Context: an optimization exercise on an open-source flow, tuned for small area. The choices shown serve that exercise and are no tape-out recipe. Function was checked by simulation only, so behaviour that the tests miss may differ from the original. Power is estimated from default activity; no workload was simulated.

## job 427
## servo_recipe_pwm_sequencer
module servo_recipe_pwm_sequencer #(
  parameter int RECIPE_DEPTH = srps_pkg::RECIPE_DEPTH_DEF
) (
  input  logic                          clk,
  input  logic                          rst_n,
  input  logic                          in_valid,
  output logic                          in_ready,
  input  srps_pkg::in_item_t            in_data,
  output logic                          out_valid,
  input  logic                          out_ready,
  output srps_pkg::out_item_t           out_data,
  input  logic                          psel,
  input  logic                          penable,
  input  logic                          pwrite,
  input  logic [srps_pkg::CFG_AW-1:0]   paddr,
  input  logic [srps_pkg::CFG_DW-1:0]   pwdata,
  output logic [srps_pkg::CFG_DW-1:0]   prdata,
  output logic                          pready
);
export LEC_CHECK = 0
export CAP_MARGIN = 20
export CORE_MARGIN = 2
export CORE_UTILIZATION = 55
export CTS_BUF_LIST = sky130_fd_sc_hd__clkbuf_16
export CTS_CLUSTER_DIAMETER = 60
export CTS_CLUSTER_SIZE = 30
export GPL_TIMING_DRIVEN = 0
export SLEW_MARGIN = 20
create_clock -name core_clock -period 9.0 [get_ports {clk}]
standard.sh (not shown) runs the stock make flow with config.mk's settings and CLKGATE_MAP_FILE= SYNTH_SCRIPT=/design/flow/synth_recipe.tcl, a recipe that flattens the netlist after the stock synthesis.
==> flow/flow/run.sh <==
#!/bin/bash
# Layout flow: the standard flow (standard.sh) with two changes.
#  - Synthesis maps the logic with the area-oriented ABC script in
#    flow/abc_area.script and without Yosys's full-adder extraction. Flip-flops
#    are mapped before ABC runs, so registers, their names and cell types are
#    those of the standard synthesis.
#  - Port buffering uses the smallest buffer, sky130_fd_sc_hd__buf_1.
# Each step's full output goes to its own log here; ORFS's logs are under orfs/.
set -euo pipefail
cd "$(dirname "${BASH_SOURCE[0]}")/.."
W=$PWD
rm -rf "$W/scripts_area"
cp -r "$FLOW_HOME/scripts" "$W/scripts_area"
cp "$W/flow/abc_area.script" "$W/scripts_area/abc_area.script"
bash standard.sh SCRIPTS_DIR="$W/scripts_area" ABC_AREA=1 ADDER_MAP_FILE= synth > "$W/synth.log" 2>&1
bash standard.sh "BUFFER_PORTS_ARGS=-buffer_cell sky130_fd_sc_hd__buf_1" finish > "$W/layout.log" 2>&1
==> flow/flow/abc_area.script <==
&get -n
&deepsyn -T 120
&put
dch -f
amap
mfs2
strash
dch -f
amap
topo
stime -c
[inputs] job 3377 vs job 427
- a change of CTS_CLUSTER_DIAMETER from 60 to 50
- a change of CORE_UTILIZATION from 55 to 65
- an added PLACE_DENSITY of 0.75
Notes after the runs:
Job 3377 went all the way through the flow, and no timing, DRC or antenna check failed.
Cmp job 427 and job 3377 / largest vdd supply drop / higher: job 3377
From job 427 to job 3377 the numbers moved as follows: final instance area went up; worst hold margin did not really move; total of cells resized after clock tree synthesis went down; fmax went down.
Measured against job 3377, the clock group power of job 427 comes out at 0.872 times the reference value.
Diff job 427 -> job 3377: number of placement rows lost about 9%, sequential share of layout area lower.
Compared to job 427, the routing of job 3377 uses less wire.
When job 3377 is measured against job 427, its fraction of layout instances using a drive strength above 1 turns out 0.32 points higher.
Looking at all-layer global routing usage, job 3377 sits 3.9 points above job 427.
### job 3377 -> job 4909
- PLACE_DENSITY now 0.8, was 0.75
- CAP_MARGIN now 10, was 20
- CTS_CLUSTER_DIAMETER now 40, was 50
- CTS_BUF_LIST now sky130_fd_sc_hd__clkbuf_8, was sky130_fd_sc_hd__clkbuf_16
- SLEW_MARGIN now 10, was 20
- CORE_UTILIZATION now 70, was 65
- CTS_CLUSTER_SIZE now 20, was 30
--- outcome ---
Aggregate routed wire length up 0.31% in job 4909 wrt job 3377
NOTE: via count in job 4909 exceeds that of job 3377
Per the comparison of job 4909 with job 3377, clock group total power decreased by about 20% relative to the old numbers, power dropped about 7%, global-route usage over all layers +3.5 points, total die area now sits lower.
Side by side, relative contribution of the clock network to total power turned out lower in job 4909 than in job 3377.
Worst-case register-to-register setup slack: job 4909 vs job 3377 down 0.07 ns
Taking job 3377 as the reference point, the first-pass GRT wire length of job 4909 rises by about 0.9%.

========
Another version of the RTL of servo_recipe_pwm_sequencer (not shown whole).
Size: ~1900 cells after synthesis, ~430 flip-flops, roughly 20000 um^2 of cells after synthesis.
Settings: LEC_CHECK=0, CAP_MARGIN=20, CORE_MARGIN=2, CORE_UTILIZATION=70, GPL_TIMING_DRIVEN=0, PLACE_DENSITY=0.8, SLEW_MARGIN=20; clock period 9.0 ns.
==> flow/flow/run.sh <==
#!/bin/bash
# Layout flow: the standard flow (standard.sh) with these changes.
#  - Synthesis maps the logic with the area-oriented ABC script in
#    flow/abc_area.script and without Yosys's full-adder extraction. Flip-flops
#    are mapped before ABC runs, so registers, their names and cell types are
#    those of the standard synthesis.
#  - Port buffering uses the smallest buffer, sky130_fd_sc_hd__buf_1.
#  - Clock tree synthesis uses clkbuf_8 sink clusters and inserts no dummy
#    loads.
# Each step's full output goes to its own log here; ORFS's logs are under orfs/.
set -euo pipefail
cd "$(dirname "${BASH_SOURCE[0]}")/.."
W=$PWD
rm -rf "$W/scripts_area"
cp -r "$FLOW_HOME/scripts" "$W/scripts_area"
cp "$W/flow/abc_area.script" "$W/scripts_area/abc_area.script"
bash standard.sh SCRIPTS_DIR="$W/scripts_area" ABC_AREA=1 ADDER_MAP_FILE= synth > "$W/synth.log" 2>&1
bash standard.sh "BUFFER_PORTS_ARGS=-buffer_cell sky130_fd_sc_hd__buf_1" \
  "CTS_ARGS=-sink_clustering_enable -repair_clock_nets -sink_clustering_size 20 -sink_clustering_max_diameter 36 -buf_list sky130_fd_sc_hd__clkbuf_8 -dont_use_dummy_load" \
  finish > "$W/layout.log" 2>&1
Scripts as last shown in full above: flow/flow/abc_area.script
Change:
==> flow/flow/run.sh (replaced) <==
#!/bin/bash
# Layout flow: the standard flow (standard.sh) with two changes.
#  - Synthesis maps the logic with the area-oriented ABC script in
#    flow/abc_area.script and without Yosys's full-adder extraction. Flip-flops
#    are mapped before ABC runs, so registers, their names and cell types are
#    those of the standard synthesis.
#  - Port buffering uses the smallest buffer, sky130_fd_sc_hd__buf_1.
# Each step's full output goes to its own log here; ORFS's logs are under orfs/.
set -euo pipefail
cd "$(dirname "${BASH_SOURCE[0]}")/.."
W=$PWD
rm -rf "$W/scripts_area"
cp -r "$FLOW_HOME/scripts" "$W/scripts_area"
cp "$W/flow/abc_area.script" "$W/scripts_area/abc_area.script"
bash standard.sh SCRIPTS_DIR="$W/scripts_area" ABC_AREA=1 ADDER_MAP_FILE= synth > "$W/synth.log" 2>&1
bash standard.sh "BUFFER_PORTS_ARGS=-buffer_cell sky130_fd_sc_hd__buf_1" finish > "$W/layout.log" 2>&1
- CTS_BUF_LIST: unset -> sky130_fd_sc_hd__clkbuf_8
- CTS_CLUSTER_DIAMETER: unset -> 36
- CTS_CLUSTER_SIZE: unset -> 20
Fmax hardly moves.
Critical path depth shrinks by 4.
Cell count is higher by 2.0%.

## afterwards: timing with drivers on the ports
The results above use ideal ports. As a check the final layouts listed here were re-extracted and re-timed, cells and wires unchanged.
Step 1 (the two cells are an assumption about what drives the block):
set clk [get_ports {clk}]
set_driving_cell -lib_cell sky130_fd_sc_hd__clkbuf_16 $clk
set_driving_cell -lib_cell sky130_fd_sc_hd__buf_2 [delete_from_list [all_inputs] $clk]
Step 2 also shifts input and output timing later by t, the mid clock arrival at the registers, as if the neighbouring blocks saw the same clock.
Slacks: no drivers / after step 1 / after step 2; pairs: no drivers / after step 1.
| run | t (ns) | setup slack, ns | clock arrival spread, ns |
|---|---|---|---|
| job 427 | 0.595 | 1.139 / 1.172 / 0.578 | 0.063 / 0.063 |
| job 3377 | 0.597 | 1.114 / 1.114 / 0.683 | 0.055 / 0.056 |
| job 4909 | 0.650 | 1.044 / 1.044 / 0.532 | 0.075 / 0.076 |
| the first run of note 2 | 0.639 | 0.294 / 0.294 / 0.294 | 0.102 / 0.102 |
| the second run of note 2 | 0.657 | 0.290 / 0.290 / 0.290 | 0.060 / 0.059 |
After both steps every run listed still meets setup and hold. For job 427, which loses most, drivers alone change the setup slack by +0.033 ns; drivers and shift together by -0.561 ns.
